What follows belongs to an exercise in optimizing a design on an open flow for small area, a short achievable clock period and few clock cycles per item; a production flow would make more cautious choices.
No functional check of the RTL was part of any run shown here.
No activity file was given, so power comes from the tool's default toggle rates.

===== flow/flow/run.sh =====
#!/bin/bash
# Standard layout, but with timing repair aiming past the 5 ns margin cap of config.mk.
set -euo pipefail
bash standard.sh SETUP_SLACK_MARGIN=6.3 finish > standard_flow.log 2>&1

===== flow/config.mk =====
export PLATFORM = sky130hd
export DESIGN_NAME = power_calc
export DESIGN_NICKNAME = power_calc
export VERILOG_FILES = /design/flow/design.v
export SDC_FILE = /design/flow/constraint.sdc
export NUM_CORES = 4
export LEC_CHECK = 0
export CAP_MARGIN = 20
export CORE_MARGIN = 2
export CORE_UTILIZATION = 40
export SLEW_MARGIN = 20

===== flow/standard.sh =====
#!/bin/bash
# synth_recipe.tcl (not shown) runs the flow's synth.tcl, then flattens the netlist and writes it again
# the make line also repeats each setting of config.mk as NAME=value (left out here)
make -C /OpenROAD-flow-scripts/flow DESIGN_CONFIG=/design/flow/config.mk WORK_HOME=/design/flow/orfs CLKGATE_MAP_FILE= SYNTH_SCRIPT=/design/flow/synth_recipe.tcl "${@:-finish}"

===== flow/constraint.sdc =====
create_clock -name core_clock -period 10.0 [get_ports {clk}]
set_input_delay 2.0000 -clock core_clock [delete_from_list [all_inputs] [get_ports {clk}]]
set_output_delay 2.0000 -clock core_clock [all_outputs]
set_load 0.01 [all_outputs]

===== flow/design.v =====
module power_calc (
    input  logic        clk,
    input  logic        rst,
    input  logic        in_valid,
    input  logic [19:0] in_data_1,
    input  logic [2:0]  in_data_2,
    output logic        busy,
    output logic        out_valid,
    output logic [59:0] out_data
);
    logic [19:0] b_r;        
    logic [9:0]  a_r;        
    logic [19:0] cs_r;       
    logic [19:0] cc_r;       
    logic [2:0]  j_r;        
    logic [2:0]  rem_r;      
    logic        act_r;      
    logic        first_r;    
    logic        small_r;    
    logic        kzero_r;    
    logic        gate_r;     
    logic        stall_r;    
    logic        bsmall_r;   
    logic [2:0]  nlast_r;    
    logic [9:0]  ls_r;       
    logic [9:0]  lc_r;       
    logic        co_r;       
    logic        cv_r;       
    logic [2:0]  cj_r;       
    logic        clast_r;    
    logic        cfin_r;     
    logic [59:0] acc_r;      
    logic        ov_r;
    logic [29:0] ts, tc;     
    logic [10:0] lo;         
    logic [19:0] hi;         
    logic        last;
    logic        run;
    logic        fin;
    logic        take;
    logic [59:0] view;       
    logic [9:0]  a_nxt;      
    logic [9:0]  a_base;     
    logic        a_lo;       
    logic        a_hi;       
    logic        a_en;
    power_calc_csa u_csa (
        .a  (a_r),
        .b  (b_r),
        .cs (gate_r ? cs_r : 20'd0),
        .cc (gate_r ? cc_r : 20'd0),
        .s  (ts),
        .c  (tc)
    );
    logic [11:0] lo_x;
    logic [19:0] hi0;                
    logic [20:0] hi1_x;              
    logic [9:0]  fwd_hi;
    assign lo_x   = {1'b0, ls_r, co_r} + {1'b0, lc_r, co_r};
    assign lo     = lo_x[11:1];
    assign hi0    = cs_r + cc_r;
    assign hi1_x  = {cs_r, 1'b1} + {cc_r, 1'b1};
    assign hi     = lo[10] ? hi1_x[20:1] : hi0;
    assign fwd_hi = hi[9:0];
    always_comb begin
        view = acc_r;
        if (cv_r) begin
            for (int i = 0; i < 6; i++) begin
                if (cj_r != 3'd0 && i == int'(cj_r) - 1) view[10*i +: 10] = lo[9:0];
                if (clast_r && i == int'(cj_r))           view[10*i +: 10] = hi[9:0];
                if (clast_r && i == int'(cj_r) + 1)       view[10*i +: 10] = hi[19:10];
                if (clast_r && i > int'(cj_r) + 1)        view[10*i +: 10] = 10'd0;
            end
        end
    end
    always_comb begin
        if (first_r) begin
            a_nxt = b_r[19:10];
        end else begin
            case (j_r)
                3'd0:    a_nxt = acc_r[19:10];
                3'd1:    a_nxt = acc_r[29:20];
                3'd2:    a_nxt = acc_r[39:30];
                default: a_nxt = acc_r[49:40];
            endcase
        end
    end
    always_comb begin
        a_lo   = 1'b0;
        a_hi   = 1'b0;
        a_en   = 1'b0;
        a_base = a_nxt;
        if (stall_r) begin
            a_en = 1'b1;
            a_lo = (cj_r == 3'd1);
            a_hi = (cj_r == 3'd0);
        end else if (run) begin
            a_en = 1'b1;
            if (last) begin
                a_base = acc_r[9:0];
                a_lo   = cv_r & (cj_r == 3'd1);
            end else begin
                a_lo   = cv_r & ~first_r & (j_r == 3'd0) & (cj_r == 3'd2);
            end
        end
    end
    assign last = (j_r == 3'd0) ? bsmall_r : (first_r | (j_r == nlast_r));
    assign run  = act_r & ~stall_r & ~small_r;
    assign fin  = act_r & ~stall_r & (small_r | (last & (rem_r == 3'd1)));
    assign busy = act_r & ~fin;
    assign take = in_valid & ~busy;
    always_ff @(posedge clk) begin
        if (rst) begin
            act_r   <= 1'b0;
            stall_r <= 1'b0;
            cv_r    <= 1'b0;
            co_r    <= 1'b0;
            ov_r    <= 1'b0;
        end else begin
            ov_r    <= cv_r & cfin_r;
            cv_r    <= act_r & ~stall_r;
            stall_r <= run & last & (rem_r != 3'd1) & (j_r[2:1] == 2'd0);
            if (cv_r) co_r <= ~clast_r & lo[10];
            if (fin) act_r <= 1'b0;
            if (take) act_r <= 1'b1;
        end
    end
    always_ff @(posedge clk) begin
        if (cv_r) acc_r <= view;
        if (cv_r && clast_r) nlast_r <= cj_r + {2'd0, |hi[19:10]};
        if (a_en || take) a_r <= take ? in_data_1[9:0] : (a_lo ? lo[9:0] : (a_hi ? fwd_hi : a_base));
        if (act_r && !stall_r && small_r) begin
            cs_r    <= kzero_r ? 20'd1024 : b_r;
            cc_r    <= 20'd0;
            ls_r    <= 10'd0;
            lc_r    <= 10'd0;
            cj_r    <= 3'd0;
            clast_r <= 1'b1;
            cfin_r  <= 1'b1;
        end
        if (run) begin
            ls_r    <= ts[9:0];
            lc_r    <= tc[9:0];
            cs_r    <= ts[29:10];
            cc_r    <= tc[29:10];
            cj_r    <= j_r;
            clast_r <= last;
            cfin_r  <= last & (rem_r == 3'd1);
            if (!last) begin
                j_r    <= j_r + 3'd1;
                gate_r <= 1'b1;
            end else begin
                j_r     <= 3'd0;
                gate_r  <= 1'b0;
                rem_r   <= rem_r - 3'd1;
                first_r <= 1'b0;
            end
        end
        if (take) begin
            b_r     <= in_data_1;
            bsmall_r <= ~|in_data_1[19:10];
            j_r     <= 3'd0;
            gate_r  <= 1'b0;
            first_r <= 1'b1;
            small_r <= in_data_2 < 3'd2;
            kzero_r <= in_data_2 == 3'd0;
            rem_r   <= (in_data_2 > 3'd5) ? 3'd4 : in_data_2 - 3'd1;
        end
    end
    assign out_valid = ov_r;
    assign out_data  = acc_r;
endmodule
module power_calc_csa (
    input  logic [9:0]  a,
    input  logic [19:0] b,
    input  logic [19:0] cs,
    input  logic [19:0] cc,
    output logic [29:0] s,
    output logic [29:0] c
);
    logic w1;
    logic w2;
    logic w3;
    logic w4;
    logic w5;
    logic w6;
    logic w7;
    logic w8;
    logic w9;
    logic w10;
    logic w11;
    logic w12;
    logic w13;
    logic w14;
    logic w15;
    logic w16;
    logic w17;
    logic w18;
    logic w19;
    logic w20;
    logic w21;
    logic w22;
    logic w23;
    logic w24;
    logic w25;
    logic w26;
    logic w27;
    logic w28;
    logic w29;
    logic w30;
    logic w31;
    logic w32;
    logic w33;
    logic w34;
    logic w35;
    logic w36;
    logic w37;
    logic w38;
    logic w39;
    logic w40;
    logic w41;
    logic w42;
    logic w43;
    logic w44;
    logic w45;
    logic w46;
    logic w47;
    logic w48;
    logic w49;
    logic w50;
    logic w51;
    logic w52;
    logic w53;
    logic w54;
    logic w55;
    logic w56;
    logic w57;
    logic w58;
    logic w59;
    logic w60;
    logic w61;
    logic w62;
    logic w63;
    logic w64;
    logic w65;
    logic w66;
    logic w67;
    logic w68;
    logic w69;
    logic w70;
    logic w71;
    logic w72;
    logic w73;
    logic w74;
    logic w75;
    logic w76;
    logic w77;
    logic w78;
    logic w79;
    logic w80;
    logic w81;
    logic w82;
    logic w83;
    logic w84;
    logic w85;
    logic w86;
    logic w87;
    logic w88;
    logic w89;
    logic w90;
    logic w91;
    logic w92;
    logic w93;
    logic w94;
    logic w95;
    logic w96;
    logic w97;
    logic w98;
    logic w99;
    logic w100;
    logic w101;
    logic w102;
    logic w103;
    logic w104;
    logic w105;
    logic w106;
    logic w107;
    logic w108;
    logic w109;
    logic w110;
    logic w111;
    logic w112;
    logic w113;
    logic w114;
    logic w115;
    logic w116;
    logic w117;
    logic w118;
    logic w119;
    logic w120;
    logic w121;
    logic w122;
    logic w123;
    logic w124;
    logic w125;
    logic w126;
    logic w127;
    logic w128;
    logic w129;
    logic w130;
    logic w131;
    logic w132;
    logic w133;
    logic w134;
    logic w135;
    logic w136;
    logic w137;
    logic w138;
    logic w139;
    logic w140;
    logic w141;
    logic w142;
    logic w143;
    logic w144;
    logic w145;
    logic w146;
    logic w147;
    logic w148;
    logic w149;
    logic w150;
    logic w151;
    logic w152;
    logic w153;
    logic w154;
    logic w155;
    logic w156;
    logic w157;
    logic w158;
    logic w159;
    logic w160;
    logic w161;
    logic w162;
    logic w163;
    logic w164;
    logic w165;
    logic w166;
    logic w167;
    logic w168;
    logic w169;
    logic w170;
    logic w171;
    logic w172;
    logic w173;
    logic w174;
    logic w175;
    logic w176;
    logic w177;
    logic w178;
    logic w179;
    logic w180;
    logic w181;
    logic w182;
    logic w183;
    logic w184;
    logic w185;
    logic w186;
    logic w187;
    logic w188;
    logic w189;
    logic w190;
    logic w191;
    logic w192;
    logic w193;
    logic w194;
    logic w195;
    logic w196;
    logic w197;
    logic w198;
    logic w199;
    logic w200;
    logic w201;
    logic w202;
    logic w203;
    logic w204;
    logic w205;
    logic w206;
    logic w207;
    logic w208;
    logic w209;
    logic w210;
    logic w211;
    logic w212;
    logic w213;
    logic w214;
    logic w215;
    logic w216;
    logic w217;
    logic w218;
    logic w219;
    logic w220;
    logic w221;
    logic w222;
    logic w223;
    logic w224;
    logic w225;
    logic w226;
    logic w227;
    logic w228;
    logic w229;
    logic w230;
    logic w231;
    logic w232;
    logic w233;
    logic w234;
    logic w235;
    logic w236;
    logic w237;
    logic w238;
    logic w239;
    logic w240;
    logic w241;
    logic w242;
    logic w243;
    logic w244;
    logic w245;
    logic w246;
    logic w247;
    logic w248;
    logic w249;
    logic w250;
    logic w251;
    logic w252;
    logic w253;
    logic w254;
    logic w255;
    logic w256;
    logic w257;
    logic w258;
    logic w259;
    logic w260;
    logic w261;
    logic w262;
    logic w263;
    logic w264;
    logic w265;
    logic w266;
    logic w267;
    logic w268;
    logic w269;
    logic w270;
    logic w271;
    logic w272;
    logic w273;
    logic w274;
    logic w275;
    logic w276;
    logic w277;
    logic w278;
    logic w279;
    logic w280;
    logic w281;
    logic w282;
    logic w283;
    logic w284;
    logic w285;
    logic w286;
    logic w287;
    logic w288;
    logic w289;
    logic w290;
    logic w291;
    logic w292;
    logic w293;
    logic w294;
    logic w295;
    logic w296;
    logic w297;
    logic w298;
    logic w299;
    logic w300;
    logic w301;
    logic w302;
    logic w303;
    logic w304;
    logic w305;
    logic w306;
    logic w307;
    logic w308;
    logic w309;
    logic w310;
    logic w311;
    logic w312;
    logic w313;
    logic w314;
    logic w315;
    logic w316;
    logic w317;
    logic w318;
    logic w319;
    logic w320;
    logic w321;
    logic w322;
    logic w323;
    logic w324;
    logic w325;
    logic w326;
    logic w327;
    logic w328;
    logic w329;
    logic w330;
    logic w331;
    logic w332;
    logic w333;
    logic w334;
    logic w335;
    logic w336;
    logic w337;
    logic w338;
    logic w339;
    logic w340;
    logic w341;
    logic w342;
    logic w343;
    logic w344;
    logic w345;
    logic w346;
    logic w347;
    logic w348;
    logic w349;
    logic w350;
    logic w351;
    logic w352;
    logic w353;
    logic w354;
    logic w355;
    logic w356;
    logic w357;
    logic w358;
    logic w359;
    logic w360;
    logic w361;
    logic w362;
    logic w363;
    logic w364;
    logic w365;
    logic w366;
    logic w367;
    logic w368;
    logic w369;
    logic w370;
    logic w371;
    logic w372;
    logic w373;
    logic w374;
    logic w375;
    logic w376;
    logic w377;
    logic w378;
    logic w379;
    logic w380;
    logic w381;
    logic w382;
    logic w383;
    logic w384;
    logic w385;
    logic w386;
    logic w387;
    logic w388;
    logic w389;
    logic w390;
    logic w391;
    logic w392;
    logic w393;
    logic w394;
    logic w395;
    logic w396;
    logic w397;
    logic w398;
    logic w399;
    logic w400;
    assign w1 = cs[7] ^ cc[7];
    assign w2 = cs[7] & cc[7];
    assign w3 = cs[8] ^ cc[8] ^ (a[0] & b[8]);
    assign w4 = (cs[8] & cc[8]) | (cs[8] & (a[0] & b[8])) | (cc[8] & (a[0] & b[8]));
    assign w5 = (a[1] & b[7]) ^ (a[2] & b[6]);
    assign w6 = (a[1] & b[7]) & (a[2] & b[6]);
    assign w7 = cs[9] ^ cc[9] ^ (a[0] & b[9]);
    assign w8 = (cs[9] & cc[9]) | (cs[9] & (a[0] & b[9])) | (cc[9] & (a[0] & b[9]));
    assign w9 = (a[1] & b[8]) ^ (a[2] & b[7]) ^ (a[3] & b[6]);
    assign w10 = ((a[1] & b[8]) & (a[2] & b[7])) | ((a[1] & b[8]) & (a[3] & b[6])) | ((a[2] & b[7]) & (a[3] & b[6]));
    assign w11 = (a[4] & b[5]) ^ (a[5] & b[4]);
    assign w12 = (a[4] & b[5]) & (a[5] & b[4]);
    assign w13 = cs[10] ^ cc[10] ^ (a[0] & b[10]);
    assign w14 = (cs[10] & cc[10]) | (cs[10] & (a[0] & b[10])) | (cc[10] & (a[0] & b[10]));
    assign w15 = (a[1] & b[9]) ^ (a[2] & b[8]) ^ (a[3] & b[7]);
    assign w16 = ((a[1] & b[9]) & (a[2] & b[8])) | ((a[1] & b[9]) & (a[3] & b[7])) | ((a[2] & b[8]) & (a[3] & b[7]));
    assign w17 = (a[4] & b[6]) ^ (a[5] & b[5]) ^ (a[6] & b[4]);
    assign w18 = ((a[4] & b[6]) & (a[5] & b[5])) | ((a[4] & b[6]) & (a[6] & b[4])) | ((a[5] & b[5]) & (a[6] & b[4]));
    assign w19 = cs[11] ^ cc[11] ^ (a[0] & b[11]);
    assign w20 = (cs[11] & cc[11]) | (cs[11] & (a[0] & b[11])) | (cc[11] & (a[0] & b[11]));
    assign w21 = (a[1] & b[10]) ^ (a[2] & b[9]) ^ (a[3] & b[8]);
    assign w22 = ((a[1] & b[10]) & (a[2] & b[9])) | ((a[1] & b[10]) & (a[3] & b[8])) | ((a[2] & b[9]) & (a[3] & b[8]));
    assign w23 = (a[4] & b[7]) ^ (a[5] & b[6]) ^ (a[6] & b[5]);
    assign w24 = ((a[4] & b[7]) & (a[5] & b[6])) | ((a[4] & b[7]) & (a[6] & b[5])) | ((a[5] & b[6]) & (a[6] & b[5]));
    assign w25 = cs[12] ^ cc[12] ^ (a[0] & b[12]);
    assign w26 = (cs[12] & cc[12]) | (cs[12] & (a[0] & b[12])) | (cc[12] & (a[0] & b[12]));
    assign w27 = (a[1] & b[11]) ^ (a[2] & b[10]) ^ (a[3] & b[9]);
    assign w28 = ((a[1] & b[11]) & (a[2] & b[10])) | ((a[1] & b[11]) & (a[3] & b[9])) | ((a[2] & b[10]) & (a[3] & b[9]));
    assign w29 = (a[4] & b[8]) ^ (a[5] & b[7]) ^ (a[6] & b[6]);
    assign w30 = ((a[4] & b[8]) & (a[5] & b[7])) | ((a[4] & b[8]) & (a[6] & b[6])) | ((a[5] & b[7]) & (a[6] & b[6]));
    assign w31 = cs[13] ^ cc[13] ^ (a[0] & b[13]);
    assign w32 = (cs[13] & cc[13]) | (cs[13] & (a[0] & b[13])) | (cc[13] & (a[0] & b[13]));
    assign w33 = (a[1] & b[12]) ^ (a[2] & b[11]) ^ (a[3] & b[10]);
    assign w34 = ((a[1] & b[12]) & (a[2] & b[11])) | ((a[1] & b[12]) & (a[3] & b[10])) | ((a[2] & b[11]) & (a[3] & b[10]));
    assign w35 = (a[4] & b[9]) ^ (a[5] & b[8]) ^ (a[6] & b[7]);
    assign w36 = ((a[4] & b[9]) & (a[5] & b[8])) | ((a[4] & b[9]) & (a[6] & b[7])) | ((a[5] & b[8]) & (a[6] & b[7]));
    assign w37 = cs[14] ^ cc[14] ^ (a[0] & b[14]);
    assign w38 = (cs[14] & cc[14]) | (cs[14] & (a[0] & b[14])) | (cc[14] & (a[0] & b[14]));
    assign w39 = (a[1] & b[13]) ^ (a[2] & b[12]) ^ (a[3] & b[11]);
    assign w40 = ((a[1] & b[13]) & (a[2] & b[12])) | ((a[1] & b[13]) & (a[3] & b[11])) | ((a[2] & b[12]) & (a[3] & b[11]));
    assign w41 = (a[4] & b[10]) ^ (a[5] & b[9]) ^ (a[6] & b[8]);
    assign w42 = ((a[4] & b[10]) & (a[5] & b[9])) | ((a[4] & b[10]) & (a[6] & b[8])) | ((a[5] & b[9]) & (a[6] & b[8]));
    assign w43 = cs[15] ^ cc[15] ^ (a[0] & b[15]);
    assign w44 = (cs[15] & cc[15]) | (cs[15] & (a[0] & b[15])) | (cc[15] & (a[0] & b[15]));
    assign w45 = (a[1] & b[14]) ^ (a[2] & b[13]) ^ (a[3] & b[12]);
    assign w46 = ((a[1] & b[14]) & (a[2] & b[13])) | ((a[1] & b[14]) & (a[3] & b[12])) | ((a[2] & b[13]) & (a[3] & b[12]));
    assign w47 = (a[4] & b[11]) ^ (a[5] & b[10]) ^ (a[6] & b[9]);
    assign w48 = ((a[4] & b[11]) & (a[5] & b[10])) | ((a[4] & b[11]) & (a[6] & b[9])) | ((a[5] & b[10]) & (a[6] & b[9]));
    assign w49 = cs[16] ^ cc[16] ^ (a[0] & b[16]);
    assign w50 = (cs[16] & cc[16]) | (cs[16] & (a[0] & b[16])) | (cc[16] & (a[0] & b[16]));
    assign w51 = (a[1] & b[15]) ^ (a[2] & b[14]) ^ (a[3] & b[13]);
    assign w52 = ((a[1] & b[15]) & (a[2] & b[14])) | ((a[1] & b[15]) & (a[3] & b[13])) | ((a[2] & b[14]) & (a[3] & b[13]));
    assign w53 = (a[4] & b[12]) ^ (a[5] & b[11]) ^ (a[6] & b[10]);
    assign w54 = ((a[4] & b[12]) & (a[5] & b[11])) | ((a[4] & b[12]) & (a[6] & b[10])) | ((a[5] & b[11]) & (a[6] & b[10]));
    assign w55 = cs[17] ^ cc[17] ^ (a[0] & b[17]);
    assign w56 = (cs[17] & cc[17]) | (cs[17] & (a[0] & b[17])) | (cc[17] & (a[0] & b[17]));
    assign w57 = (a[1] & b[16]) ^ (a[2] & b[15]) ^ (a[3] & b[14]);
    assign w58 = ((a[1] & b[16]) & (a[2] & b[15])) | ((a[1] & b[16]) & (a[3] & b[14])) | ((a[2] & b[15]) & (a[3] & b[14]));
    assign w59 = (a[4] & b[13]) ^ (a[5] & b[12]) ^ (a[6] & b[11]);
    assign w60 = ((a[4] & b[13]) & (a[5] & b[12])) | ((a[4] & b[13]) & (a[6] & b[11])) | ((a[5] & b[12]) & (a[6] & b[11]));
    assign w61 = cs[18] ^ cc[18] ^ (a[0] & b[18]);
    assign w62 = (cs[18] & cc[18]) | (cs[18] & (a[0] & b[18])) | (cc[18] & (a[0] & b[18]));
    assign w63 = (a[1] & b[17]) ^ (a[2] & b[16]) ^ (a[3] & b[15]);
    assign w64 = ((a[1] & b[17]) & (a[2] & b[16])) | ((a[1] & b[17]) & (a[3] & b[15])) | ((a[2] & b[16]) & (a[3] & b[15]));
    assign w65 = (a[4] & b[14]) ^ (a[5] & b[13]) ^ (a[6] & b[12]);
    assign w66 = ((a[4] & b[14]) & (a[5] & b[13])) | ((a[4] & b[14]) & (a[6] & b[12])) | ((a[5] & b[13]) & (a[6] & b[12]));
    assign w67 = cs[19] ^ cc[19] ^ (a[0] & b[19]);
    assign w68 = (cs[19] & cc[19]) | (cs[19] & (a[0] & b[19])) | (cc[19] & (a[0] & b[19]));
    assign w69 = (a[1] & b[18]) ^ (a[2] & b[17]) ^ (a[3] & b[16]);
    assign w70 = ((a[1] & b[18]) & (a[2] & b[17])) | ((a[1] & b[18]) & (a[3] & b[16])) | ((a[2] & b[17]) & (a[3] & b[16]));
    assign w71 = (a[4] & b[15]) ^ (a[5] & b[14]) ^ (a[6] & b[13]);
    assign w72 = ((a[4] & b[15]) & (a[5] & b[14])) | ((a[4] & b[15]) & (a[6] & b[13])) | ((a[5] & b[14]) & (a[6] & b[13]));
    assign w73 = (a[1] & b[19]) ^ (a[2] & b[18]) ^ (a[3] & b[17]);
    assign w74 = ((a[1] & b[19]) & (a[2] & b[18])) | ((a[1] & b[19]) & (a[3] & b[17])) | ((a[2] & b[18]) & (a[3] & b[17]));
    assign w75 = (a[4] & b[16]) ^ (a[5] & b[15]);
    assign w76 = (a[4] & b[16]) & (a[5] & b[15]);
    assign w77 = (a[2] & b[19]) ^ (a[3] & b[18]);
    assign w78 = (a[2] & b[19]) & (a[3] & b[18]);
    assign w79 = cs[4] ^ cc[4];
    assign w80 = cs[4] & cc[4];
    assign w81 = cs[5] ^ cc[5] ^ (a[0] & b[5]);
    assign w82 = (cs[5] & cc[5]) | (cs[5] & (a[0] & b[5])) | (cc[5] & (a[0] & b[5]));
    assign w83 = (a[1] & b[4]) ^ (a[2] & b[3]);
    assign w84 = (a[1] & b[4]) & (a[2] & b[3]);
    assign w85 = cs[6] ^ cc[6] ^ (a[0] & b[6]);
    assign w86 = (cs[6] & cc[6]) | (cs[6] & (a[0] & b[6])) | (cc[6] & (a[0] & b[6]));
    assign w87 = (a[1] & b[5]) ^ (a[2] & b[4]) ^ (a[3] & b[3]);
    assign w88 = ((a[1] & b[5]) & (a[2] & b[4])) | ((a[1] & b[5]) & (a[3] & b[3])) | ((a[2] & b[4]) & (a[3] & b[3]));
    assign w89 = (a[4] & b[2]) ^ (a[5] & b[1]);
    assign w90 = (a[4] & b[2]) & (a[5] & b[1]);
    assign w91 = (a[0] & b[7]) ^ (a[1] & b[6]) ^ (a[2] & b[5]);
    assign w92 = ((a[0] & b[7]) & (a[1] & b[6])) | ((a[0] & b[7]) & (a[2] & b[5])) | ((a[1] & b[6]) & (a[2] & b[5]));
    assign w93 = (a[3] & b[4]) ^ (a[4] & b[3]) ^ (a[5] & b[2]);
    assign w94 = ((a[3] & b[4]) & (a[4] & b[3])) | ((a[3] & b[4]) & (a[5] & b[2])) | ((a[4] & b[3]) & (a[5] & b[2]));
    assign w95 = (a[6] & b[1]) ^ (a[7] & b[0]) ^ w1;
    assign w96 = ((a[6] & b[1]) & (a[7] & b[0])) | ((a[6] & b[1]) & w1) | ((a[7] & b[0]) & w1);
    assign w97 = (a[3] & b[5]) ^ (a[4] & b[4]) ^ (a[5] & b[3]);
    assign w98 = ((a[3] & b[5]) & (a[4] & b[4])) | ((a[3] & b[5]) & (a[5] & b[3])) | ((a[4] & b[4]) & (a[5] & b[3]));
    assign w99 = (a[6] & b[2]) ^ (a[7] & b[1]) ^ (a[8] & b[0]);
    assign w100 = ((a[6] & b[2]) & (a[7] & b[1])) | ((a[6] & b[2]) & (a[8] & b[0])) | ((a[7] & b[1]) & (a[8] & b[0]));
    assign w101 = w2 ^ w5 ^ w3;
    assign w102 = (w2 & w5) | (w2 & w3) | (w5 & w3);
    assign w103 = (a[6] & b[3]) ^ (a[7] & b[2]) ^ (a[8] & b[1]);
    assign w104 = ((a[6] & b[3]) & (a[7] & b[2])) | ((a[6] & b[3]) & (a[8] & b[1])) | ((a[7] & b[2]) & (a[8] & b[1]));
    assign w105 = (a[9] & b[0]) ^ w6 ^ w11;
    assign w106 = ((a[9] & b[0]) & w6) | ((a[9] & b[0]) & w11) | (w6 & w11);
    assign w107 = w4 ^ w7 ^ w9;
    assign w108 = (w4 & w7) | (w4 & w9) | (w7 & w9);
    assign w109 = (a[7] & b[3]) ^ (a[8] & b[2]) ^ (a[9] & b[1]);
    assign w110 = ((a[7] & b[3]) & (a[8] & b[2])) | ((a[7] & b[3]) & (a[9] & b[1])) | ((a[8] & b[2]) & (a[9] & b[1]));
    assign w111 = w12 ^ w8 ^ w10;
    assign w112 = (w12 & w8) | (w12 & w10) | (w8 & w10);
    assign w113 = w13 ^ w15 ^ w17;
    assign w114 = (w13 & w15) | (w13 & w17) | (w15 & w17);
    assign w115 = (a[7] & b[4]) ^ (a[8] & b[3]) ^ (a[9] & b[2]);
    assign w116 = ((a[7] & b[4]) & (a[8] & b[3])) | ((a[7] & b[4]) & (a[9] & b[2])) | ((a[8] & b[3]) & (a[9] & b[2]));
    assign w117 = w14 ^ w16 ^ w18;
    assign w118 = (w14 & w16) | (w14 & w18) | (w16 & w18);
    assign w119 = w19 ^ w21 ^ w23;
    assign w120 = (w19 & w21) | (w19 & w23) | (w21 & w23);
    assign w121 = (a[7] & b[5]) ^ (a[8] & b[4]) ^ (a[9] & b[3]);
    assign w122 = ((a[7] & b[5]) & (a[8] & b[4])) | ((a[7] & b[5]) & (a[9] & b[3])) | ((a[8] & b[4]) & (a[9] & b[3]));
    assign w123 = w20 ^ w22 ^ w24;
    assign w124 = (w20 & w22) | (w20 & w24) | (w22 & w24);
    assign w125 = w25 ^ w27 ^ w29;
    assign w126 = (w25 & w27) | (w25 & w29) | (w27 & w29);
    assign w127 = (a[7] & b[6]) ^ (a[8] & b[5]) ^ (a[9] & b[4]);
    assign w128 = ((a[7] & b[6]) & (a[8] & b[5])) | ((a[7] & b[6]) & (a[9] & b[4])) | ((a[8] & b[5]) & (a[9] & b[4]));
    assign w129 = w26 ^ w28 ^ w30;
    assign w130 = (w26 & w28) | (w26 & w30) | (w28 & w30);
    assign w131 = w31 ^ w33 ^ w35;
    assign w132 = (w31 & w33) | (w31 & w35) | (w33 & w35);
    assign w133 = (a[7] & b[7]) ^ (a[8] & b[6]) ^ (a[9] & b[5]);
    assign w134 = ((a[7] & b[7]) & (a[8] & b[6])) | ((a[7] & b[7]) & (a[9] & b[5])) | ((a[8] & b[6]) & (a[9] & b[5]));
    assign w135 = w32 ^ w34 ^ w36;
    assign w136 = (w32 & w34) | (w32 & w36) | (w34 & w36);
    assign w137 = w37 ^ w39 ^ w41;
    assign w138 = (w37 & w39) | (w37 & w41) | (w39 & w41);
    assign w139 = (a[7] & b[8]) ^ (a[8] & b[7]) ^ (a[9] & b[6]);
    assign w140 = ((a[7] & b[8]) & (a[8] & b[7])) | ((a[7] & b[8]) & (a[9] & b[6])) | ((a[8] & b[7]) & (a[9] & b[6]));
    assign w141 = w38 ^ w40 ^ w42;
    assign w142 = (w38 & w40) | (w38 & w42) | (w40 & w42);
    assign w143 = w43 ^ w45 ^ w47;
    assign w144 = (w43 & w45) | (w43 & w47) | (w45 & w47);
    assign w145 = (a[7] & b[9]) ^ (a[8] & b[8]) ^ (a[9] & b[7]);
    assign w146 = ((a[7] & b[9]) & (a[8] & b[8])) | ((a[7] & b[9]) & (a[9] & b[7])) | ((a[8] & b[8]) & (a[9] & b[7]));
    assign w147 = w44 ^ w46 ^ w48;
    assign w148 = (w44 & w46) | (w44 & w48) | (w46 & w48);
    assign w149 = w49 ^ w51 ^ w53;
    assign w150 = (w49 & w51) | (w49 & w53) | (w51 & w53);
    assign w151 = (a[7] & b[10]) ^ (a[8] & b[9]) ^ (a[9] & b[8]);
    assign w152 = ((a[7] & b[10]) & (a[8] & b[9])) | ((a[7] & b[10]) & (a[9] & b[8])) | ((a[8] & b[9]) & (a[9] & b[8]));
    assign w153 = w50 ^ w52 ^ w54;
    assign w154 = (w50 & w52) | (w50 & w54) | (w52 & w54);
    assign w155 = w55 ^ w57 ^ w59;
    assign w156 = (w55 & w57) | (w55 & w59) | (w57 & w59);
    assign w157 = (a[7] & b[11]) ^ (a[8] & b[10]) ^ (a[9] & b[9]);
    assign w158 = ((a[7] & b[11]) & (a[8] & b[10])) | ((a[7] & b[11]) & (a[9] & b[9])) | ((a[8] & b[10]) & (a[9] & b[9]));
    assign w159 = w56 ^ w58 ^ w60;
    assign w160 = (w56 & w58) | (w56 & w60) | (w58 & w60);
    assign w161 = w61 ^ w63 ^ w65;
    assign w162 = (w61 & w63) | (w61 & w65) | (w63 & w65);
    assign w163 = (a[7] & b[12]) ^ (a[8] & b[11]) ^ (a[9] & b[10]);
    assign w164 = ((a[7] & b[12]) & (a[8] & b[11])) | ((a[7] & b[12]) & (a[9] & b[10])) | ((a[8] & b[11]) & (a[9] & b[10]));
    assign w165 = w62 ^ w64 ^ w66;
    assign w166 = (w62 & w64) | (w62 & w66) | (w64 & w66);
    assign w167 = w67 ^ w69 ^ w71;
    assign w168 = (w67 & w69) | (w67 & w71) | (w69 & w71);
    assign w169 = (a[6] & b[14]) ^ (a[7] & b[13]) ^ (a[8] & b[12]);
    assign w170 = ((a[6] & b[14]) & (a[7] & b[13])) | ((a[6] & b[14]) & (a[8] & b[12])) | ((a[7] & b[13]) & (a[8] & b[12]));
    assign w171 = (a[9] & b[11]) ^ w75 ^ w68;
    assign w172 = ((a[9] & b[11]) & w75) | ((a[9] & b[11]) & w68) | (w75 & w68);
    assign w173 = w70 ^ w72 ^ w73;
    assign w174 = (w70 & w72) | (w70 & w73) | (w72 & w73);
    assign w175 = (a[4] & b[17]) ^ (a[5] & b[16]) ^ (a[6] & b[15]);
    assign w176 = ((a[4] & b[17]) & (a[5] & b[16])) | ((a[4] & b[17]) & (a[6] & b[15])) | ((a[5] & b[16]) & (a[6] & b[15]));
    assign w177 = (a[7] & b[14]) ^ (a[8] & b[13]) ^ (a[9] & b[12]);
    assign w178 = ((a[7] & b[14]) & (a[8] & b[13])) | ((a[7] & b[14]) & (a[9] & b[12])) | ((a[8] & b[13]) & (a[9] & b[12]));
    assign w179 = w76 ^ w77 ^ w74;
    assign w180 = (w76 & w77) | (w76 & w74) | (w77 & w74);
    assign w181 = (a[3] & b[19]) ^ (a[4] & b[18]) ^ (a[5] & b[17]);
    assign w182 = ((a[3] & b[19]) & (a[4] & b[18])) | ((a[3] & b[19]) & (a[5] & b[17])) | ((a[4] & b[18]) & (a[5] & b[17]));
    assign w183 = (a[6] & b[16]) ^ (a[7] & b[15]) ^ (a[8] & b[14]);
    assign w184 = ((a[6] & b[16]) & (a[7] & b[15])) | ((a[6] & b[16]) & (a[8] & b[14])) | ((a[7] & b[15]) & (a[8] & b[14]));
    assign w185 = (a[9] & b[13]) ^ w78;
    assign w186 = (a[9] & b[13]) & w78;
    assign w187 = (a[4] & b[19]) ^ (a[5] & b[18]) ^ (a[6] & b[17]);
    assign w188 = ((a[4] & b[19]) & (a[5] & b[18])) | ((a[4] & b[19]) & (a[6] & b[17])) | ((a[5] & b[18]) & (a[6] & b[17]));
    assign w189 = (a[7] & b[16]) ^ (a[8] & b[15]);
    assign w190 = (a[7] & b[16]) & (a[8] & b[15]);
    assign w191 = (a[5] & b[19]) ^ (a[6] & b[18]);
    assign w192 = (a[5] & b[19]) & (a[6] & b[18]);
    assign w193 = cs[2] ^ cc[2];
    assign w194 = cs[2] & cc[2];
    assign w195 = cs[3] ^ cc[3] ^ (a[0] & b[3]);
    assign w196 = (cs[3] & cc[3]) | (cs[3] & (a[0] & b[3])) | (cc[3] & (a[0] & b[3]));
    assign w197 = (a[1] & b[2]) ^ (a[2] & b[1]);
    assign w198 = (a[1] & b[2]) & (a[2] & b[1]);
    assign w199 = (a[0] & b[4]) ^ (a[1] & b[3]) ^ (a[2] & b[2]);
    assign w200 = ((a[0] & b[4]) & (a[1] & b[3])) | ((a[0] & b[4]) & (a[2] & b[2])) | ((a[1] & b[3]) & (a[2] & b[2]));
    assign w201 = (a[3] & b[1]) ^ (a[4] & b[0]) ^ w79;
    assign w202 = ((a[3] & b[1]) & (a[4] & b[0])) | ((a[3] & b[1]) & w79) | ((a[4] & b[0]) & w79);
    assign w203 = (a[3] & b[2]) ^ (a[4] & b[1]) ^ (a[5] & b[0]);
    assign w204 = ((a[3] & b[2]) & (a[4] & b[1])) | ((a[3] & b[2]) & (a[5] & b[0])) | ((a[4] & b[1]) & (a[5] & b[0]));
    assign w205 = w80 ^ w83 ^ w81;
    assign w206 = (w80 & w83) | (w80 & w81) | (w83 & w81);
    assign w207 = (a[6] & b[0]) ^ w84 ^ w89;
    assign w208 = ((a[6] & b[0]) & w84) | ((a[6] & b[0]) & w89) | (w84 & w89);
    assign w209 = w82 ^ w85 ^ w87;
    assign w210 = (w82 & w85) | (w82 & w87) | (w85 & w87);
    assign w211 = w90 ^ w86 ^ w88;
    assign w212 = (w90 & w86) | (w90 & w88) | (w86 & w88);
    assign w213 = w91 ^ w93 ^ w95;
    assign w214 = (w91 & w93) | (w91 & w95) | (w93 & w95);
    assign w215 = w92 ^ w94 ^ w96;
    assign w216 = (w92 & w94) | (w92 & w96) | (w94 & w96);
    assign w217 = w97 ^ w99 ^ w101;
    assign w218 = (w97 & w99) | (w97 & w101) | (w99 & w101);
    assign w219 = w98 ^ w100 ^ w103;
    assign w220 = (w98 & w100) | (w98 & w103) | (w100 & w103);
    assign w221 = w105 ^ w102 ^ w107;
    assign w222 = (w105 & w102) | (w105 & w107) | (w102 & w107);
    assign w223 = w104 ^ w109 ^ w106;
    assign w224 = (w104 & w109) | (w104 & w106) | (w109 & w106);
    assign w225 = w108 ^ w111 ^ w113;
    assign w226 = (w108 & w111) | (w108 & w113) | (w111 & w113);
    assign w227 = w110 ^ w115 ^ w112;
    assign w228 = (w110 & w115) | (w110 & w112) | (w115 & w112);
    assign w229 = w114 ^ w117 ^ w119;
    assign w230 = (w114 & w117) | (w114 & w119) | (w117 & w119);
    assign w231 = w116 ^ w121 ^ w118;
    assign w232 = (w116 & w121) | (w116 & w118) | (w121 & w118);
    assign w233 = w120 ^ w123 ^ w125;
    assign w234 = (w120 & w123) | (w120 & w125) | (w123 & w125);
    assign w235 = w122 ^ w127 ^ w124;
    assign w236 = (w122 & w127) | (w122 & w124) | (w127 & w124);
    assign w237 = w126 ^ w129 ^ w131;
    assign w238 = (w126 & w129) | (w126 & w131) | (w129 & w131);
    assign w239 = w128 ^ w133 ^ w130;
    assign w240 = (w128 & w133) | (w128 & w130) | (w133 & w130);
    assign w241 = w132 ^ w135 ^ w137;
    assign w242 = (w132 & w135) | (w132 & w137) | (w135 & w137);
    assign w243 = w134 ^ w139 ^ w136;
    assign w244 = (w134 & w139) | (w134 & w136) | (w139 & w136);
    assign w245 = w138 ^ w141 ^ w143;
    assign w246 = (w138 & w141) | (w138 & w143) | (w141 & w143);
    assign w247 = w140 ^ w145 ^ w142;
    assign w248 = (w140 & w145) | (w140 & w142) | (w145 & w142);
    assign w249 = w144 ^ w147 ^ w149;
    assign w250 = (w144 & w147) | (w144 & w149) | (w147 & w149);
    assign w251 = w146 ^ w151 ^ w148;
    assign w252 = (w146 & w151) | (w146 & w148) | (w151 & w148);
    assign w253 = w150 ^ w153 ^ w155;
    assign w254 = (w150 & w153) | (w150 & w155) | (w153 & w155);
    assign w255 = w152 ^ w157 ^ w154;
    assign w256 = (w152 & w157) | (w152 & w154) | (w157 & w154);
    assign w257 = w156 ^ w159 ^ w161;
    assign w258 = (w156 & w159) | (w156 & w161) | (w159 & w161);
    assign w259 = w158 ^ w163 ^ w160;
    assign w260 = (w158 & w163) | (w158 & w160) | (w163 & w160);
    assign w261 = w162 ^ w165 ^ w167;
    assign w262 = (w162 & w165) | (w162 & w167) | (w165 & w167);
    assign w263 = w164 ^ w169 ^ w166;
    assign w264 = (w164 & w169) | (w164 & w166) | (w169 & w166);
    assign w265 = w168 ^ w171 ^ w173;
    assign w266 = (w168 & w171) | (w168 & w173) | (w171 & w173);
    assign w267 = w170 ^ w175 ^ w177;
    assign w268 = (w170 & w175) | (w170 & w177) | (w175 & w177);
    assign w269 = w172 ^ w174 ^ w179;
    assign w270 = (w172 & w174) | (w172 & w179) | (w174 & w179);
    assign w271 = w176 ^ w178 ^ w181;
    assign w272 = (w176 & w178) | (w176 & w181) | (w178 & w181);
    assign w273 = w183 ^ w185 ^ w180;
    assign w274 = (w183 & w185) | (w183 & w180) | (w185 & w180);
    assign w275 = (a[9] & b[14]) ^ w189 ^ w182;
    assign w276 = ((a[9] & b[14]) & w189) | ((a[9] & b[14]) & w182) | (w189 & w182);
    assign w277 = w184 ^ w186 ^ w187;
    assign w278 = (w184 & w186) | (w184 & w187) | (w186 & w187);
    assign w279 = (a[7] & b[17]) ^ (a[8] & b[16]) ^ (a[9] & b[15]);
    assign w280 = ((a[7] & b[17]) & (a[8] & b[16])) | ((a[7] & b[17]) & (a[9] & b[15])) | ((a[8] & b[16]) & (a[9] & b[15]));
    assign w281 = w190 ^ w191 ^ w188;
    assign w282 = (w190 & w191) | (w190 & w188) | (w191 & w188);
    assign w283 = (a[6] & b[19]) ^ (a[7] & b[18]) ^ (a[8] & b[17]);
    assign w284 = ((a[6] & b[19]) & (a[7] & b[18])) | ((a[6] & b[19]) & (a[8] & b[17])) | ((a[7] & b[18]) & (a[8] & b[17]));
    assign w285 = (a[9] & b[16]) ^ w192;
    assign w286 = (a[9] & b[16]) & w192;
    assign w287 = (a[7] & b[19]) ^ (a[8] & b[18]);
    assign w288 = (a[7] & b[19]) & (a[8] & b[18]);
    assign w289 = cs[1] ^ cc[1];
    assign w290 = cs[1] & cc[1];
    assign w291 = (a[0] & b[2]) ^ (a[1] & b[1]) ^ (a[2] & b[0]);
    assign w292 = ((a[0] & b[2]) & (a[1] & b[1])) | ((a[0] & b[2]) & (a[2] & b[0])) | ((a[1] & b[1]) & (a[2] & b[0]));
    assign w293 = (a[3] & b[0]) ^ w194 ^ w197;
    assign w294 = ((a[3] & b[0]) & w194) | ((a[3] & b[0]) & w197) | (w194 & w197);
    assign w295 = w198 ^ w196 ^ w199;
    assign w296 = (w198 & w196) | (w198 & w199) | (w196 & w199);
    assign w297 = w200 ^ w202 ^ w203;
    assign w298 = (w200 & w202) | (w200 & w203) | (w202 & w203);
    assign w299 = w204 ^ w207 ^ w206;
    assign w300 = (w204 & w207) | (w204 & w206) | (w207 & w206);
    assign w301 = w208 ^ w210 ^ w211;
    assign w302 = (w208 & w210) | (w208 & w211) | (w210 & w211);
    assign w303 = w212 ^ w214 ^ w215;
    assign w304 = (w212 & w214) | (w212 & w215) | (w214 & w215);
    assign w305 = w216 ^ w219 ^ w218;
    assign w306 = (w216 & w219) | (w216 & w218) | (w219 & w218);
    assign w307 = w220 ^ w223 ^ w222;
    assign w308 = (w220 & w223) | (w220 & w222) | (w223 & w222);
    assign w309 = w224 ^ w227 ^ w226;
    assign w310 = (w224 & w227) | (w224 & w226) | (w227 & w226);
    assign w311 = w228 ^ w231 ^ w230;
    assign w312 = (w228 & w231) | (w228 & w230) | (w231 & w230);
    assign w313 = w232 ^ w235 ^ w234;
    assign w314 = (w232 & w235) | (w232 & w234) | (w235 & w234);
    assign w315 = w236 ^ w239 ^ w238;
    assign w316 = (w236 & w239) | (w236 & w238) | (w239 & w238);
    assign w317 = w240 ^ w243 ^ w242;
    assign w318 = (w240 & w243) | (w240 & w242) | (w243 & w242);
    assign w319 = w244 ^ w247 ^ w246;
    assign w320 = (w244 & w247) | (w244 & w246) | (w247 & w246);
    assign w321 = w248 ^ w251 ^ w250;
    assign w322 = (w248 & w251) | (w248 & w250) | (w251 & w250);
    assign w323 = w252 ^ w255 ^ w254;
    assign w324 = (w252 & w255) | (w252 & w254) | (w255 & w254);
    assign w325 = w256 ^ w259 ^ w258;
    assign w326 = (w256 & w259) | (w256 & w258) | (w259 & w258);
    assign w327 = w260 ^ w263 ^ w262;
    assign w328 = (w260 & w263) | (w260 & w262) | (w263 & w262);
    assign w329 = w267 ^ w264 ^ w266;
    assign w330 = (w267 & w264) | (w267 & w266) | (w264 & w266);
    assign w331 = w268 ^ w271 ^ w270;
    assign w332 = (w268 & w271) | (w268 & w270) | (w271 & w270);
    assign w333 = w272 ^ w275 ^ w277;
    assign w334 = (w272 & w275) | (w272 & w277) | (w275 & w277);
    assign w335 = w279 ^ w276 ^ w278;
    assign w336 = (w279 & w276) | (w279 & w278) | (w276 & w278);
    assign w337 = w280 ^ w283 ^ w285;
    assign w338 = (w280 & w283) | (w280 & w285) | (w283 & w285);
    assign w339 = (a[9] & b[17]) ^ w287 ^ w284;
    assign w340 = ((a[9] & b[17]) & w287) | ((a[9] & b[17]) & w284) | (w287 & w284);
    assign w341 = (a[8] & b[19]) ^ (a[9] & b[18]);
    assign w342 = (a[8] & b[19]) & (a[9] & b[18]);
    assign w343 = cs[0] ^ cc[0];
    assign w344 = cs[0] & cc[0];
    assign w345 = (a[0] & b[1]) ^ (a[1] & b[0]) ^ w289;
    assign w346 = ((a[0] & b[1]) & (a[1] & b[0])) | ((a[0] & b[1]) & w289) | ((a[1] & b[0]) & w289);
    assign w347 = w290 ^ w193 ^ w291;
    assign w348 = (w290 & w193) | (w290 & w291) | (w193 & w291);
    assign w349 = w292 ^ w195 ^ w293;
    assign w350 = (w292 & w195) | (w292 & w293) | (w195 & w293);
    assign w351 = w201 ^ w294 ^ w295;
    assign w352 = (w201 & w294) | (w201 & w295) | (w294 & w295);
    assign w353 = w296 ^ w297 ^ w205;
    assign w354 = (w296 & w297) | (w296 & w205) | (w297 & w205);
    assign w355 = w298 ^ w209 ^ w299;
    assign w356 = (w298 & w209) | (w298 & w299) | (w209 & w299);
    assign w357 = w213 ^ w300 ^ w301;
    assign w358 = (w213 & w300) | (w213 & w301) | (w300 & w301);
    assign w359 = w302 ^ w303 ^ w217;
    assign w360 = (w302 & w303) | (w302 & w217) | (w303 & w217);
    assign w361 = w304 ^ w221 ^ w305;
    assign w362 = (w304 & w221) | (w304 & w305) | (w221 & w305);
    assign w363 = w225 ^ w306 ^ w307;
    assign w364 = (w225 & w306) | (w225 & w307) | (w306 & w307);
    assign w365 = w229 ^ w308 ^ w309;
    assign w366 = (w229 & w308) | (w229 & w309) | (w308 & w309);
    assign w367 = w233 ^ w310 ^ w311;
    assign w368 = (w233 & w310) | (w233 & w311) | (w310 & w311);
    assign w369 = w237 ^ w312 ^ w313;
    assign w370 = (w237 & w312) | (w237 & w313) | (w312 & w313);
    assign w371 = w241 ^ w314 ^ w315;
    assign w372 = (w241 & w314) | (w241 & w315) | (w314 & w315);
    assign w373 = w245 ^ w316 ^ w317;
    assign w374 = (w245 & w316) | (w245 & w317) | (w316 & w317);
    assign w375 = w249 ^ w318 ^ w319;
    assign w376 = (w249 & w318) | (w249 & w319) | (w318 & w319);
    assign w377 = w253 ^ w320 ^ w321;
    assign w378 = (w253 & w320) | (w253 & w321) | (w320 & w321);
    assign w379 = w257 ^ w322 ^ w323;
    assign w380 = (w257 & w322) | (w257 & w323) | (w322 & w323);
    assign w381 = w261 ^ w324 ^ w325;
    assign w382 = (w261 & w324) | (w261 & w325) | (w324 & w325);
    assign w383 = w265 ^ w326 ^ w327;
    assign w384 = (w265 & w326) | (w265 & w327) | (w326 & w327);
    assign w385 = w269 ^ w328 ^ w329;
    assign w386 = (w269 & w328) | (w269 & w329) | (w328 & w329);
    assign w387 = w273 ^ w330 ^ w331;
    assign w388 = (w273 & w330) | (w273 & w331) | (w330 & w331);
    assign w389 = w274 ^ w333 ^ w332;
    assign w390 = (w274 & w333) | (w274 & w332) | (w333 & w332);
    assign w391 = w281 ^ w334 ^ w335;
    assign w392 = (w281 & w334) | (w281 & w335) | (w334 & w335);
    assign w393 = w282 ^ w337 ^ w336;
    assign w394 = (w282 & w337) | (w282 & w336) | (w337 & w336);
    assign w395 = w286 ^ w339 ^ w338;
    assign w396 = (w286 & w339) | (w286 & w338) | (w339 & w338);
    assign w397 = w288 ^ w341 ^ w340;
    assign w398 = (w288 & w341) | (w288 & w340) | (w341 & w340);
    assign w399 = (a[9] & b[19]) ^ w342;
    assign w400 = (a[9] & b[19]) & w342;
    assign s[0] = (a[0] & b[0]);
    assign c[0] = w343;
    assign s[1] = w344;
    assign c[1] = w345;
    assign s[2] = w346;
    assign c[2] = w347;
    assign s[3] = w348;
    assign c[3] = w349;
    assign s[4] = w350;
    assign c[4] = w351;
    assign s[5] = w352;
    assign c[5] = w353;
    assign s[6] = w354;
    assign c[6] = w355;
    assign s[7] = w356;
    assign c[7] = w357;
    assign s[8] = w358;
    assign c[8] = w359;
    assign s[9] = w360;
    assign c[9] = w361;
    assign s[10] = w362;
    assign c[10] = w363;
    assign s[11] = w364;
    assign c[11] = w365;
    assign s[12] = w366;
    assign c[12] = w367;
    assign s[13] = w368;
    assign c[13] = w369;
    assign s[14] = w370;
    assign c[14] = w371;
    assign s[15] = w372;
    assign c[15] = w373;
    assign s[16] = w374;
    assign c[16] = w375;
    assign s[17] = w376;
    assign c[17] = w377;
    assign s[18] = w378;
    assign c[18] = w379;
    assign s[19] = w380;
    assign c[19] = w381;
    assign s[20] = w382;
    assign c[20] = w383;
    assign s[21] = w384;
    assign c[21] = w385;
    assign s[22] = w386;
    assign c[22] = w387;
    assign s[23] = w388;
    assign c[23] = w389;
    assign s[24] = w391;
    assign c[24] = w390;
    assign s[25] = w392;
    assign c[25] = w393;
    assign s[26] = w395;
    assign c[26] = w394;
    assign s[27] = w397;
    assign c[27] = w396;
    assign s[28] = w399;
    assign c[28] = w398;
    assign s[29] = w400;
    assign c[29] = 1'b0;
endmodule

==> metrics.cfg, run 1 <==
[run_status]
outcome=timing/DRC/antenna clean

[cts]
path_clk_slew_ns=0.07
clk_latency_ns=0.44
cts_tree=done
cts-root-buf=clkbuf_16
clk_path_buf_depth=2
clkSinkCount=173
cts-buffers-inserted=17
cts_max_level=4

[synthesis]
synth-main-ff-cell=edfxtp_1
syn_area_mm2=0.0168
synthArstFlopShare_pct=0
synthCells=1706
synth_edf_count=163
synth_top_area_share_pct=29.2
postSynthAreaPerCell_um2=9.82
synth_area_leader_cell=edfxtp_1
synth_area_leaders=edfxtp_1 29%, fa_1 22%, and2_1 8.2%
yosysWarnings=1
synth-seq-cells=173
ys_types=75
seq_area_frac_synth_pct=30.4
synth_fp_nets=1984

[drt]
routed_wl_um=52500
drtIter0Drc=1493
final_antenna_net_count=0
drt_first_pass_iters=6
wl_per_cell_um=22.6
vias_per_cell=5.66
drc_errors=0
num_vias=13167

[global_routing]
grt_usage_pct=23.9
grt_overflow=0
gr-max-usage-layer=met2
grt_max_degree=85
first_global_vias=13004
use_met1_pct=33.0
met2_usage_pct=39.6
antenna_found_initial=7
grt_first_pass_wirelength_um=78700
grt_use_met3_pct=3.73

[setup_path]
crit_buf_inv=3
cpLargestDelayFamily=compound AO/OA/AOI/OAI gates
critPathMaxStageDelay_ns=0.36
critPathMaxFanout=5
start_kind=flop
path_class=flop to output port
crit_slowest_cell=dfxtp_4
cp-end-kind=output port
crit_chain=buf_6, xnor2_2, a311oi_4, nor2_2, a21oi_2, o21ai_2, inv_1, buf_2
crit_arrival_ns=1.92
crit_required_ns=8.00

[placed_design]
portBuffers=87
postPlaceCellArea_mm2=0.0180
place_inst=2226
pre_cts_slack_ns=5.10
gp_congestion=0.944
dp_hpwl_um=37400

[layout]
layout_commonest_cell=and2_1
layout_common_cells=219 x and2_1, 196 x inv_1, 177 x fa_1
fin_nets=2061
fillCellCount=3851
design_area_mm2=0.0196
drive_gt1_share_pct=12.6
area_delta_synth_final_pct=17.0
final_cell_count_no_fill=2328

[sta]
rsz0062_at_grt=true
finalHoldViolCount=0
finalMaxSlewViolations=0
fin_crit_ns=3.92
clock.fmax_mhz=255
setup_viol=0
setup_tns_ns=0
skew_ns=0.0147
final.period_utilization_pct=39.2
finalWorstSetupSlack_ns=6.08
tightestPinTransition_ns=1.27
max_slew_margin_pct=14.6

[pwr]
vdd.ir_drop.worst_uv=161
p_leak_nw=8.03
p_per_area_mw_per_mm2=179

[floorplan]
start_util_pct=40.8
die_area_mm2=0.0435
die_w_um=209
io-pin-count=88
fp.coreArea_mm2=0.0411
rows=74
dieHeight_um=209

[run]
cap_violations=0

[worst_hold_path]
min_path_type=flop to flop

[synthesized netlist by cell type (8+ instances only)]
cell and n:
a211oi_1 62, a211oi_2 14, a21o_1 21, a21oi_1 69
a22o_1 10, a31oi_1 12, and2_1 220, and3_1 14
buf_2 10, clkbuf_1 93, dfxtp_1 10, edfxtp_1 163
fa_1 183, ha_1 69, inv_1 201, mux2i_1 16
nand2_1 171, nand2b_1 26, nand3_1 17, nand4_1 8
nor2_1 83, nor2b_1 8, nor3_1 21, o211ai_1 12
o21ai_0 52, xnor2_1 11
[registers in the layout, indices dropped and copies added (netlist names), 3 cells and up]
signal   cells
a_r         10
b_r         20
cs_r        20
j_r          3
ls_r        10
nlast_r      3
cc_r        19
cj_r         3
lc_r        10
rem_r        3
acc_r       60
[power breakdown]
| part | internal [mW] | total (mW) | switching [mW] |
|---|---|---|---|
| clock network | 0.317 | 0.629 | 0.312 |
| registers | 0.893 | 0.953 | 0.0598 |
| logic | 0.769 | 1.93 | 1.16 |
[per-layer routing]
metal	wire [um]	part of all wire [%]	up-vias
met3	4120	7.8	92
met2	25200	48	552
met5	0	0	-
met1	22100	42	6661
met4	1180	2.2	0
li1	-	-	5862
[worst register-to-register path: stages (launching register included)]
cell,delay [ns]
edfxtp_1,0.42
inv_1,0.07
ha_1,0.20
inv_2,0.10
fa_2,0.21
inv_2,0.04
and3_4,0.17
a32oi_4,0.32
nand3_2,0.15
a211oi_2,0.32
o21ai_2,0.12
a2111oi_4,0.37
nand4_1,0.31
ha_2,0.30
ha_1,0.18
xor2_1,0.14
[worst paths after layout]
check / startpoint / endpoint / slack, ns / depth (start not counted)
worst max register to register: cs_r[0] / nlast_r[2] / 6.31 / 15
worst min-delay path: cfin_r / ov_r / 0.48 / 2
worst min register to register: cfin_r / ov_r / 0.48 / 2
worst max-delay path: j_r[0] / busy / 6.08 / 8
[kinds of logic after synthesis]
| family | synth area share (%) |
|---|---|
| AO/OA/AOI/OAI | 14.1 |
| multiplexers | 1.22 |
| buffers and inverters | 7.07 |
| adder cells (fa/ha/maj) | 27.0 |
| flip-flops | 30.4 |
| XOR/XNOR | 1.62 |
| AND/OR/NAND/NOR | 18.5 |
[metrics by stage]
stage          hold WS (ns)  util, %  power [mW]
3_5_place_dp          0.469     43.7        2.72
4_1_cts               0.486     46.7        3.43
6_report              0.476     47.7        3.51
5_1_grt               0.549     47.7        3.77
3_3_place_gp          0.468     43.7        2.70
2_1_floorplan         0.431        -        2.17
[layout make-up]
cell class | count | area (um2) | area share (%)
Inverter | 203 | 778 | 3.97
Clock buffer | 18 | 429 | 2.19
Timing Repair Buffer | 167 | 1610 | 8.23
Clock inverter | 13 | 93.8 | 0.479
Tap cell | 532 | 666 | 3.40
Multi-Input combinational cell | 1221 | 10900 | 55.7
Antenna cell | 1 | 2.50 | 0.0128
Sequential cell | 173 | 5110 | 26.1
[timing repair]
action	CTS	global route
pin swaps	13	10
setup endpoints to repair	91	58
buffers inserted	42	27
gates cloned	0	1
gates resized for setup	61	33
hold buffers	0	0
==> inputs of run 2 (changes only) <==
==> flow/flow/run.sh (replaced) <==
#!/bin/bash
# Standard layout, but with timing repair aiming past the 5 ns margin cap of config.mk.
set -euo pipefail
bash standard.sh SETUP_SLACK_MARGIN=6.8 finish > standard_flow.log 2>&1
==> metrics.cfg, run 2 <==
[run_status]
outcome=timing/DRC/antenna clean  ; unchanged

[pwr]
p_per_area_mw_per_mm2=187  ; was 179 mW/mm2
p_leak_nw=8.69  ; was 8.03 nW
vdd.ir_drop.worst_uv=145  ; was 161 uV

[sta]
final.period_utilization_pct=39.9  ; was 39.2%
holdWs_ns=0.496  ; was 0.476 ns
tightestPinTransition_ns=1.18  ; was 1.27 ns
rsz0062_at_grt=true  ; unchanged
fin_crit_ns=3.99  ; was 3.92 ns
skew_ns=0.0119  ; was 0.0147 ns
setup_tns_ns=0  ; unchanged
finalHoldViolCount=0  ; unchanged
setup_viol=0  ; unchanged
max_slew_margin_pct=20.6  ; was 14.6%
finalMaxSlewViolations=0  ; unchanged
clock.fmax_mhz=250  ; was 255 MHz

[floorplan]
io-pin-count=88  ; unchanged
fp.coreArea_mm2=0.0411  ; unchanged
die_w_um=209  ; unchanged
dieHeight_um=209  ; unchanged
start_util_pct=40.8  ; unchanged
rows=74  ; unchanged
die_area_mm2=0.0435  ; unchanged

[cts]
cts-root-buf=clkbuf_16  ; unchanged
cts-buffers-inserted=17  ; unchanged
clk_latency_ns=0.46  ; was 0.44 ns
cts_max_level=4  ; unchanged
path_clk_slew_ns=0.08  ; was 0.07 ns
clk_path_buf_depth=2  ; unchanged
cts_tree=done  ; unchanged
clkSinkCount=173  ; unchanged

[global_routing]
met2_usage_pct=41.4  ; was 39.6%
grt_use_met3_pct=4.84  ; was 3.73%
grt_overflow=0  ; unchanged
grt_first_pass_wirelength_um=82600  ; was 78700 um
grt_usage_pct=25.4  ; was 23.9%
grt_max_degree=85  ; unchanged
use_met1_pct=33.9  ; was 33.0%
first_global_vias=13530  ; was 13.0k
antenna_found_initial=2  ; was 7
gr-max-usage-layer=met2  ; unchanged

[placed_design]
dp_hpwl_um=38500  ; was 37400 um
portBuffers=87  ; unchanged
gp_congestion=0.923  ; was 0.944

[worst_hold_path]
min_path_type=flop to flop  ; unchanged

[synthesis]
synthCells=1706  ; unchanged
syn_area_mm2=0.0168  ; unchanged
seq_area_frac_synth_pct=30.4  ; unchanged
synth_top_area_share_pct=29.2  ; unchanged
yosysWarnings=1  ; unchanged
synth-seq-cells=173  ; unchanged
postSynthAreaPerCell_um2=9.82  ; unchanged
ys_types=75  ; unchanged
synth_common_cells=220 x and2_1, 201 x inv_1, 183 x fa_1, 171 x nand2_1, 163 x edfxtp_1  ; unchanged
synth-main-ff-cell=edfxtp_1  ; unchanged
synth_area_leaders=edfxtp_1 29%, fa_1 22%, and2_1 8.2%  ; unchanged
yosysMostFrequentCell=and2_1  ; unchanged
synthArstFlopShare_pct=0  ; unchanged
synth_fp_nets=1984  ; unchanged
synth_area_leader_cell=edfxtp_1  ; unchanged
synth_edf_count=163  ; unchanged

[layout]
reg.largest.list=acc_r (60), b_r (20), cs_r (20)  ; unchanged
drive_gt1_share_pct=27.8  ; was 12.6%
seqCellArea_mm2=0.00511  ; unchanged
fin_nets=2145  ; was 2061
fillCellCount=3748  ; was 3851
layout_common_cells=169 x and2_1, 163 x edfxtp_1, 158 x nand2_1  ; was 219 x and2_1, 196 x inv_1, 177 x fa_1
multi_input_area_mm2=0.0117  ; was 0.0109 mm2
regMostFlops=acc_r  ; unchanged
area_delta_synth_final_pct=27.1  ; was 17.0%
largest_reg_flops=60  ; unchanged
layout_commonest_cell=and2_1  ; unchanged
antenna_cells=0  ; was 1

[setup_path]
cp-end-kind=output port  ; unchanged
path_class=flop to output port  ; unchanged
start_kind=flop  ; unchanged
crit_arrival_ns=1.99  ; was 1.92 ns
crit_required_ns=8.00  ; about the same
critPathMaxFanout=3  ; was 5

[drt]
num_vias=13719  ; was 13.2k
final_antenna_net_count=0  ; unchanged
vias_per_cell=5.69  ; was 5.66
drc_errors=0  ; unchanged
drtIter0Drc=1096  ; was 1493
drt_first_pass_iters=5  ; was 6
routed_wl_um=55900  ; was 52500 um
wl_per_cell_um=23.2  ; was 22.6 um

[run]
cap_violations=0  ; unchanged

## run 2: power breakdown
part / internal (mW) / total [mW] / switching [mW]
sequential: 0.893 / 0.949 / 0.0558
combinational: 1.02 / 2.34 / 1.32
clock: 0.358 / 0.698 / 0.340
total: 2.27 / 3.98 / 1.72
## run 2: cell families (layout without fill, tap and decap cells)
kind of cell / Yosys count / count (layout) / synth area share, %
and+or+nand+nor: 599 / 599 / 18.5
muxes: 20 / 20 / 1.22
buffers and inverters: 312 / 486 / 7.07
DFF: 173 / 173 / 30.4
AOI/OAI and AO/OA: 325 / 325 / 14.1
xor gates and xnor gates: 25 / 25 / 1.62
adders and majority gates: 252 / 252 / 27.0
## run 2: worst max-delay path, stage by stage (launching register included)
cell and delay, ns:
dfxtp_4 0.36, inv_4 0.04, ha_4 0.15, nor2b_4 0.12, buf_6 0.12, a311oi_4 0.26, nor2_2 0.09, a21oi_2 0.15
o21ai_2 0.08, inv_1 0.06, buf_2 0.12
## run 2: path summary, 6_finish.rpt
kind          start  endpoint  slack (ns)  cells past startpoint
max          j_r[1]      busy        6.01                     10
min            cv_r      ov_r        0.50                      2
max reg2reg  b_r[8]   cc_r[0]        6.40                      9
min reg2reg    cv_r      ov_r        0.50                      2
## run 2: timing repair
action / in CTS / in global routing
pin swaps: 46 / 60
hold buffers: 0 / 0
setup buffers: 96 / 51
resized for setup: 231 / 140
setup endpoints to repair: 200 / 138
cloned: 1 / 3
## run 2: area by class of cell
cell class / instances / share of cell area (%)
Multi-Input combinational cell: 1221 / 55.1
Sequential cell: 173 / 24.0
Timing Repair Buffer: 251 / 11.2
Inverter: 203 / 3.76
Tap cell: 532 / 3.13
Clock buffer: 17 / 2.00
Clock inverter: 15 / 0.811
## run 2: through the flow
step	instance area, um2	power (mW)	util (%)	worst slack [ns]	instances
2_1_floorplan	17100	2.25	-	6.45	1706
3_3_place_gp	18200	2.81	44.2	5.72	2229
3_5_place_dp	18200	2.84	44.2	5.67	2229
4_1_cts	20200	3.76	49.2	5.96	2358
5_1_grt	21300	4.24	51.8	5.90	2412
6_report	21300	3.98	51.8	6.01	2412
## run 2: metal layers
layer | wire, um | vias to the layer above
li1 | - | 6041
met1 | 23500 | 7029
met2 | 26600 | 537
met3 | 3990 | 112
met4 | 1870 | 0
met5 | 0 | -
==> inputs of run 3 (changes only) <==
==> flow/run.sh (new file) <==
#!/bin/bash
# synth_recipe.tcl (not shown) runs the flow's synth.tcl, then flattens the netlist and writes it again
# the make line also repeats each setting of config.mk as NAME=value (left out here)
make -C /OpenROAD-flow-scripts/flow DESIGN_CONFIG=/design/flow/config.mk WORK_HOME=/design/flow/orfs CLKGATE_MAP_FILE= SYNTH_SCRIPT=/design/flow/synth_recipe.tcl finish
--- a/flow/config.mk
+++ b/flow/config.mk
@@ -9,3 +9,4 @@
 export CORE_MARGIN = 2
 export CORE_UTILIZATION = 40
+export SETUP_SLACK_MARGIN = 5
 export SLEW_MARGIN = 20
removed: flow/flow/run.sh
removed: flow/standard.sh
==> metrics.cfg, run 3 <==
[global_routing]
grt_max_degree=85  ; unchanged
grt_usage_pct=23.0  ; was 25.4%
grt_overflow=0  ; unchanged
antenna_found_initial=2  ; unchanged

[setup_path]
start_kind=flop  ; unchanged
rr_worst_depth=12  ; was 9
cp-end-kind=output port  ; unchanged
r2r_start=ls_r[0]  ; was b_r[8]
cpMostUsedCell=inv_1
regToRegSetupSlack_ns=5.82  ; was 6.40 ns
r2r-end=nlast_r[2]  ; was cc_r[0]
critPathMaxStageDelay_ns=0.53  ; was 0.36 ns
crit_chain=inv_1, ha_1, nor2b_4, a311oi_2, nor2_1, a21oi_1, o21ai_1, inv_1, clkdlybuf4s50_1  ; was inv_4, ha_4, nor2b_4, buf_6, a311oi_4, nor2_2, a21oi_2, o21ai_2, inv_1, buf_2

[layout]
drive_gt1_share_pct=5.85  ; was 27.8%
area_delta_synth_final_pct=10.6  ; was 27.1%
post-route-util_pct=45.1  ; was 51.8%
layout_commonest_cell=and2_1  ; unchanged
largest_reg_flops=60  ; unchanged
reg.largest.list=acc_r (60), b_r (20), cs_r (20)  ; unchanged
regMostFlops=acc_r  ; unchanged
fillCellCount=3956  ; was 3748

[synthesis]
seq_area_frac_synth_pct=30.4  ; unchanged
yosys.area_share.xor_xnor_pct=1.62  ; unchanged
synth-seq-cells=173  ; unchanged
synth-adder-area-share_pct=27.0  ; unchanged
synth_area_leader_cell=edfxtp_1  ; unchanged
synth_simple_gate_area_share_pct=18.5  ; unchanged
yosysMostFrequentCell=and2_1  ; unchanged
synth_edf_count=163  ; unchanged
synth_area_leaders=edfxtp_1 29%, fa_1 22%, and2_1 8.2%  ; unchanged

[drt]
final_antenna_net_count=0  ; unchanged
num_vias=12726  ; was 13.7k
drt_first_pass_iters=6  ; was 5

[cts]
path_clk_slew_ns=0.07  ; was 0.08 ns
clk_path_buf_depth=2  ; unchanged
clk_latency_ns=0.44  ; was 0.46 ns
clkSinkCount=173  ; unchanged

[sta]
rsz0062_at_grt=false  ; was true
clock.fmax_mhz=211  ; was 250 MHz
finalWorstSetupSlack_ns=5.27  ; was 6.01 ns
setup_tns_ns=0  ; unchanged

[placed_design]
place_inst=2226  ; was 2229
portBuffers=87  ; unchanged

[run_status]
outcome=timing/DRC/antenna clean  ; unchanged

[worst_hold_path]
worstHoldEndpoint=ov_r  ; unchanged
worstHoldStart=cfin_r  ; was cv_r
min_path_type=flop to flop  ; unchanged

[floorplan]
start_util_pct=40.8  ; unchanged

[run]
cap_violations=0  ; unchanged

[run 3: cell types whose count changed in the layout (fill, tap and decap cells not counted), sizes merged, moves of 3 or more]
cell           change
clkdlybuf4s50     +62
inv                -3
dlygate4sd2       -42
clkdlybuf4s15     -19
buf              -153
[run 3: final cells by class]
type	instances	area [um2]	share of cell area, %
flip-flops and latches	173	5100	27.5
inverters	203	762	4.11
clock buffers	18	429	2.32
repair buffers	98	953	5.15
well taps	532	666	3.59
clock inverters	13	93.8	0.507
multi-input cells	1221	10500	56.8
[run 3: cell families (layout without fill, tap and decap cells)]
logic type                 after synthesis  in the layout
and+or+nand+nor                        599            599
AOI/OAI and AO/OA                      325            325
buffers and inverters                  312            332
adders and majority gates              252            252
DFF                                    173            173
xor gates and xnor gates                25             25
muxes                                   20             20
[run 3: worst max path at each step]
stage	start	end	slack [ns]	depth (start not counted)
after floorplan	j_r[0]	busy	6.32	9
after global placement	j_r[0]	busy	5.19	9
after detailed placement	j_r[0]	busy	5.10	9
after CTS	j_r[0]	busy	5.17	9
after global routing	j_r[0]	busy	5.06	9
final	j_r[0]	busy	5.27	9
[run 3: layer usage]
layer	part of all wire (%)	global-route usage [%]	vias up
met4	1.8	5.12	0
met5	0	0	-
met1	44	32.8	6469
met3	6.5	3.16	74
met2	48	37.5	452
li1	-	-	5731
[run 3: what timing repair did]
item | in CTS | in global routing
endpoints found under the setup margin | 1 | 1
hold buffers | 0 | 0
buffers inserted | 0 | 1
gates resized for setup | 2 | 0
cloned | 0 | 0
[run 3: per-stage QoR]
stage | instance area, um2 | hold slack [ns]
after floorplan | 16800 | 0.431
final | 18500 | 0.483
after CTS | 18500 | 0.486
after global placement | 18000 | 0.468
after global routing | 18500 | 0.544
after detailed placement | 18000 | 0.469
[run 3: worst reg2reg max path: stages (launching register included)]
cell	delay, ns
edfxtp_1	0.39
ha_1	0.34
a211oi_2	0.37
o211ai_4	0.17
a32o_2	0.32
o211ai_4	0.28
a21o_2	0.23
a211oi_2	0.08
nor3_2	0.65
nand4_1	0.42
ha_1	0.33
ha_1	0.19
xor2_1	0.14
[run 3: report_power, final]
group          total (mW)  switching, mW  leakage, nW  internal [mW]
registers           0.992         0.0987         1.63          0.894
logic                1.73           1.05         5.73          0.674
clock network       0.630          0.313        0.240          0.317
total                3.35           1.46         7.60           1.89

re-timing with driven ports:
In the flow no input, the clock included, has a driving cell. The finished layouts below were timed again as built, in two steps. Step 1, drivers: a clkbuf_16 drives clk and a buf_2 each remaining input, both assumed. Step 2, shift: input delay + t, output delay - t, t = (earliest + latest rising clock arrival at the registers) / 2. This alone moves slack from input paths to output paths. a / b / c = no drivers / after step 1 / after step 2; a / b = the first two.
run	t, ns	setup WS [ns]	worst setup path after step 2
run 1	0.483	6.079 / 6.031 / 5.827	input to register
run 2	0.503	6.005 / 5.955 / 5.965	input to register
run 3	0.487	5.271 / 5.219 / 5.505	input to register
After both steps setup and hold are still met in every run listed. The setup slack of run 1, which loses most, moves by -0.048 ns with the drivers and by -0.252 ns with both steps.
